What follows belongs to an exercise in optimizing a design on an open flow for small area, a short achievable clock period and few clock cycles per item; a production flow would make more cautious choices.
No activity file was given, so power comes from the tool's default toggle rates.

Setup of P:
==> flow/design.v <==
`timescale 1ns/10ps
package lc4_isa_pkg;
   localparam int WORD_W    = 16;  
   localparam int REG_SEL_W = 3;   
   localparam int NZP_W     = 3;
   localparam logic [3:0] OP_ARITH = 4'b0001;
   localparam logic [3:0] OP_LOGIC = 4'b0101;
   localparam logic [3:0] OP_CONST = 4'b1001;
   localparam logic [2:0] ARITH_ADD = 3'b000;
   localparam logic [2:0] ARITH_SUB = 3'b010;
   localparam logic [2:0] LOGIC_AND = 3'b000;
   localparam logic [2:0] LOGIC_NOT = 3'b001;
   localparam logic [2:0] LOGIC_OR  = 3'b010;
   localparam logic [2:0] LOGIC_XOR = 3'b011;
   localparam logic [NZP_W-1:0] NZP_NEG  = 3'b100;
   localparam logic [NZP_W-1:0] NZP_ZERO = 3'b010;
   localparam logic [NZP_W-1:0] NZP_POS  = 3'b001;
   typedef struct packed {
      logic [3:0]           opcode;
      logic [REG_SEL_W-1:0] rd;
      logic [REG_SEL_W-1:0] rs;
      logic [2:0]           sub;   
      logic [REG_SEL_W-1:0] rt;
   } insn_reg_t;
   typedef struct packed {
      logic [3:0]           opcode;
      logic [REG_SEL_W-1:0] rd;
      logic [REG_SEL_W-1:0] rs;
      logic                 imm_flag;  
      logic [4:0]           imm5;
   } insn_imm_t;
   typedef struct packed {
      logic [3:0]           opcode;
      logic [REG_SEL_W-1:0] rd;
      logic [8:0]           imm9;  
   } insn_cst_t;
   typedef union packed {
      insn_reg_t r;
      insn_imm_t i;
      insn_cst_t c;
   } lc4_insn_u;
endpackage
`timescale 1ns/10ps
package lc4_pipe_pkg;
   localparam int WORD_W    = 16;
   localparam int REG_SEL_W = 3;
   localparam int NZP_W     = 3;
   typedef enum logic [1:0] {
      STALL_NONE  = 2'd0,  
      STALL_SPLIT = 2'd1,  
      STALL_RESET = 2'd2   
   } stall_e;
   typedef struct packed {
      logic [REG_SEL_W-1:0] rs_sel;
      logic                              rs_re;
      logic [REG_SEL_W-1:0] rt_sel;
      logic                              rt_re;
      logic [REG_SEL_W-1:0] rd_sel;
      logic                              rf_we;
      logic                              nzp_we;
   } ctrl_t;
   typedef struct packed {
      stall_e                           stall;
      logic [WORD_W-1:0]   pc;
      logic [WORD_W-1:0]                insn;  
      ctrl_t                            ctrl;
   } issue_t;
   typedef struct packed {
      logic                              we;
      logic [REG_SEL_W-1:0] sel;
      logic [WORD_W-1:0]    data;
   } wr_port_t;
   typedef struct packed {
      stall_e                            stall;
      logic [WORD_W-1:0]    pc;
      logic [WORD_W-1:0]    insn;
      logic                              rf_we;
      logic [REG_SEL_W-1:0] wsel;
      logic [WORD_W-1:0]    wdata;
      logic                              nzp_we;
      logic [NZP_W-1:0]     nzp;
   } commit_t;
endpackage
`timescale 1ns/10ps
`timescale 1ns/10ps
`timescale 1ns/10ps
`timescale 1ns/10ps
`timescale 1ns/10ps
`timescale 1ns/10ps
module lc4_superscalar #(
   parameter logic [lc4_isa_pkg::WORD_W-1:0] START_PC = 16'h8200
) (
   input  logic                            gwe,
   input  logic                            i_rst,
   output logic [lc4_isa_pkg::WORD_W-1:0]  o_pc,
   input  lc4_isa_pkg::lc4_insn_u          i_insn_a,
   input  lc4_isa_pkg::lc4_insn_u          i_insn_b,
   output lc4_pipe_pkg::commit_t           o_commit_a,
   output lc4_pipe_pkg::commit_t           o_commit_b
);
   logic [15:0] pc_q;
   always_ff @(posedge gwe) begin
      if (i_rst) pc_q <= START_PC;
      else       pc_q <= pc_q + 16'd1;
   end
   assign o_pc = pc_q;
   logic        d_v;
   logic [15:0] d_insn;
   logic [7:0]  d_rs1h, d_rt1h;    
   always_ff @(posedge gwe) begin
      d_v    <= !i_rst;
      d_insn <= i_insn_a;
      d_rs1h <= 8'd1 << i_insn_a[8:6];
      d_rt1h <= 8'd1 << i_insn_a[2:0];
   end
   logic        x_v, x_we, x_fa, x_fb, x_sub;
   logic [15:0] x_insn, x_a, x_b;
   logic        w_v, w_we, w_z;
   logic [15:0] w_insn, w_data, w_pc;
   logic [15:0] regs [8];
   logic        d_wr, d_imm, d_sub;
   logic [2:0]  d_rs, d_rt;
   logic [15:0] d_a, d_b;
   assign d_wr  = (d_insn[15:12] == 4'b0001) || (d_insn[15:12] == 4'b0101) ||
                  (d_insn[15:12] == 4'b1001);
   assign d_imm = d_insn[5];
   assign d_sub = d_insn[15:12] == 4'b0001 && d_insn[5:3] == 3'b010;
   assign d_rs  = d_insn[8:6];
   assign d_rt  = d_insn[2:0];
   logic [15:0] rd_s, rd_t;
   always_comb begin
      rd_s = '0;
      rd_t = '0;
      for (int r = 0; r < 8; r++) begin
         rd_s = rd_s | (regs[r] & {16{d_rs1h[r]}});
         rd_t = rd_t | (regs[r] & {16{d_rt1h[r]}});
      end
   end
   assign d_a   = (w_we && w_insn[11:9] == d_rs) ? w_data : rd_s;
   assign d_b   = d_imm ? {{11{d_insn[4]}}, d_insn[4:0]} :
                  (w_we && w_insn[11:9] == d_rt) ? w_data : rd_t;
   always_ff @(posedge gwe) begin
      if (i_rst) begin
         x_v  <= 1'b0;
         x_we <= 1'b0;
      end else begin
         x_v  <= d_v;
         x_we <= d_v && d_wr;
      end
      x_insn <= d_insn;
      x_sub  <= d_sub;
      x_a    <= d_a;
      x_b    <= d_b;
      x_fa   <= x_we && (x_insn[11:9] == d_rs);
      x_fb   <= x_we && !d_imm && (x_insn[11:9] == d_rt);
   end
   logic [15:0] op_a, bb, g, p, gg, pp, sum, res;
   logic        is_arith, is_logic, is_const, is_imm;
   logic        s_sum, s_and, s_not, s_or, s_xor;
   assign is_arith = x_insn[15:12] == 4'b0001;
   assign is_logic = x_insn[15:12] == 4'b0101;
   assign is_const = x_insn[15:12] == 4'b1001;
   assign is_imm   = x_insn[5];
   assign s_sum    = is_arith && (is_imm || !x_insn[3]);    
   assign s_and    = is_logic && (is_imm || x_insn[4:3] == 2'b00);
   assign s_not    = is_logic && !is_imm && x_insn[4:3] == 2'b01;
   assign s_or     = is_logic && !is_imm && x_insn[4:3] == 2'b10;
   assign s_xor    = is_logic && !is_imm && x_insn[4:3] == 2'b11;
   assign op_a = x_fa ? w_data : x_a;
   assign bb   = x_fb ? (w_data ^ {16{x_sub}}) : (x_b ^ {16{x_sub}});   
   assign g    = op_a & bb;
   assign p    = op_a ^ bb;
   always_comb begin
      logic [15:0] gn, pn;
      gg    = g;
      pp    = p;
      gg[0] = g[0] | (p[0] & x_sub);
      for (int d = 1; d < 16; d = d * 2) begin
         gn = gg;
         pn = pp;
         for (int i = d; i < 16; i++) begin
            gn[i] = gg[i] | (pp[i] & gg[i-d]);
            pn[i] = pp[i] & pp[i-d];
         end
         gg = gn;
         pp = pn;
      end
   end
   assign sum = p ^ {gg[14:0], x_sub};
   logic [15:0] res_ns, t;
   logic        z_sum, res_z;
   assign res_ns = ({16{s_and}} & g) |
                   ({16{s_not}} & ~op_a) |
                   ({16{s_or}}  & (g | p)) |
                   ({16{s_xor}} & p) |
                   ({16{is_const}} & {{7{x_insn[8]}}, x_insn[8:0]});
   assign res    = ({16{s_sum}} & sum) | res_ns;
   assign t      = op_a | bb;
   assign z_sum  = &(p ~^ {t[14:0], x_sub});
   assign res_z  = s_sum ? z_sum : (res_ns == 16'd0);
   always_ff @(posedge gwe) begin
      if (i_rst) begin
         w_v  <= 1'b0;
         w_we <= 1'b0;
         w_pc <= START_PC - 16'd3;
      end else begin
         w_v  <= x_v;
         w_we <= x_we;
         w_pc <= w_pc + 16'd1;
      end
      w_insn <= x_insn;
      w_data <= res;
      w_z    <= res_z;
   end
   logic [15:0] rf_wd;
   assign rf_wd = w_data & ~{16{i_rst}};
   always_ff @(posedge gwe) begin
      for (int r = 0; r < 8; r++)
         if (i_rst || (w_we && w_insn[11:9] == 3'(r))) regs[r] <= rf_wd;
   end
   always_comb begin
      o_commit_a.stall  = w_v ? lc4_pipe_pkg::STALL_NONE : lc4_pipe_pkg::STALL_SPLIT;
      o_commit_a.pc     = w_pc;
      o_commit_a.insn   = w_insn;
      o_commit_a.rf_we  = w_we;
      o_commit_a.wsel   = w_insn[11:9];
      o_commit_a.wdata  = w_data;
      o_commit_a.nzp_we = w_we;
      o_commit_a.nzp    = {w_data[15], w_z, !w_data[15] && !w_z};
   end
   assign o_commit_b = {lc4_pipe_pkg::STALL_SPLIT, 56'd0};
endmodule
clock: 5.5 ns
lec_check: 0
abc_area: 1
cap_margin: 20
core_margin: 2
core_utilization: 40
cts_cluster_diameter: 150
cts_cluster_size: 26
setup_slack_margin: 3.2
slew_margin: 20
standard.sh (not shown) runs the stock make flow with config.mk's settings and CLKGATE_MAP_FILE= SYNTH_SCRIPT=/design/flow/synth_recipe.tcl, a recipe that flattens the netlist after the stock synthesis.
==> flow/flow/run.sh <==
#!/bin/bash
# The standard layout with two changes: synthesis leaves adders to abc (no
# full/half-adder cells), and the ports get plain buffers, not delay cells.
set -euo pipefail
bash standard.sh ADDER_MAP_FILE= "BUFFER_PORTS_ARGS=-buffer_cell sky130_fd_sc_hd__buf_2" finish > standard.log 2>&1
P completed end to end with timing, DRC and antenna clean.
--- input diff P..Q ---
-- flow/config.mk --
<<< P, line 12
export CTS_CLUSTER_DIAMETER = 150
export CTS_CLUSTER_SIZE = 26
>>> Q, line 12
export CTS_CLUSTER_DIAMETER = 100
export CTS_CLUSTER_SIZE = 20
## What came out
Relative to P, cell-internal power increased by about 4.4% in Q. Against P as the reference, Q delivers a higher first-iteration DRC count. Going from P to Q, count of buffers added by post-CTS timing repair for setup shrinks by 1. P -> Q: routed wire length flat. There was hardly any difference in global-route usage between Q and P. Sort Q and P by layout overhead on the synthesized area asc -> top: P. Comparing Q with P, the share of the clock period used by the worst path came out essentially unchanged. The final area of Q was inferior to that of P. NOTE: maximum vdd drop in Q exceeds that of P. Relative to P, clock share of power increased by 2.9 points in Q. From P to Q, number of buffers added to fix hold violations after cts did not move at all.
No run of this note included a check of the RTL's function; only the layout flow was run.

[separate check: timing with driven ports]
Ports are ideal in the flow. The routed layouts listed here were re-timed in OpenROAD. Step 1 (the two cells are an assumption about what drives the block):
set clk [get_ports {gwe}]
set_driving_cell -lib_cell sky130_fd_sc_hd__clkbuf_16 $clk
set_driving_cell -lib_cell sky130_fd_sc_hd__buf_2 [delete_from_list [all_inputs] $clk]
Step 2 times the ports against the registers' clock, not the clock port: input delays grow and output delays shrink by t, the midpoint of the rising clock arrivals with the driver on. Three values: no drivers, after step 1, after step 2; two values: the first two.
| run | shift t [ns] | setup WS [ns] | hold slack, ns | latest minus earliest clock arrival (ns) | worst slew at a driven data input, ns |
|---|---|---|---|---|---|
| P | 0.540 | 3.231 / 3.180 / 2.869 | 0.336 / 0.336 / 0.336 | 0.030 / 0.030 | 0.04 |
| Q | 0.552 | 3.224 / 3.175 / 2.870 | 0.332 / 0.332 / 0.332 | 0.020 / 0.019 | 0.04 |
After both steps every run listed still meets setup and hold. The setup slack of P, which loses most, moves by -0.051 ns with the drivers and by -0.362 ns with both steps.
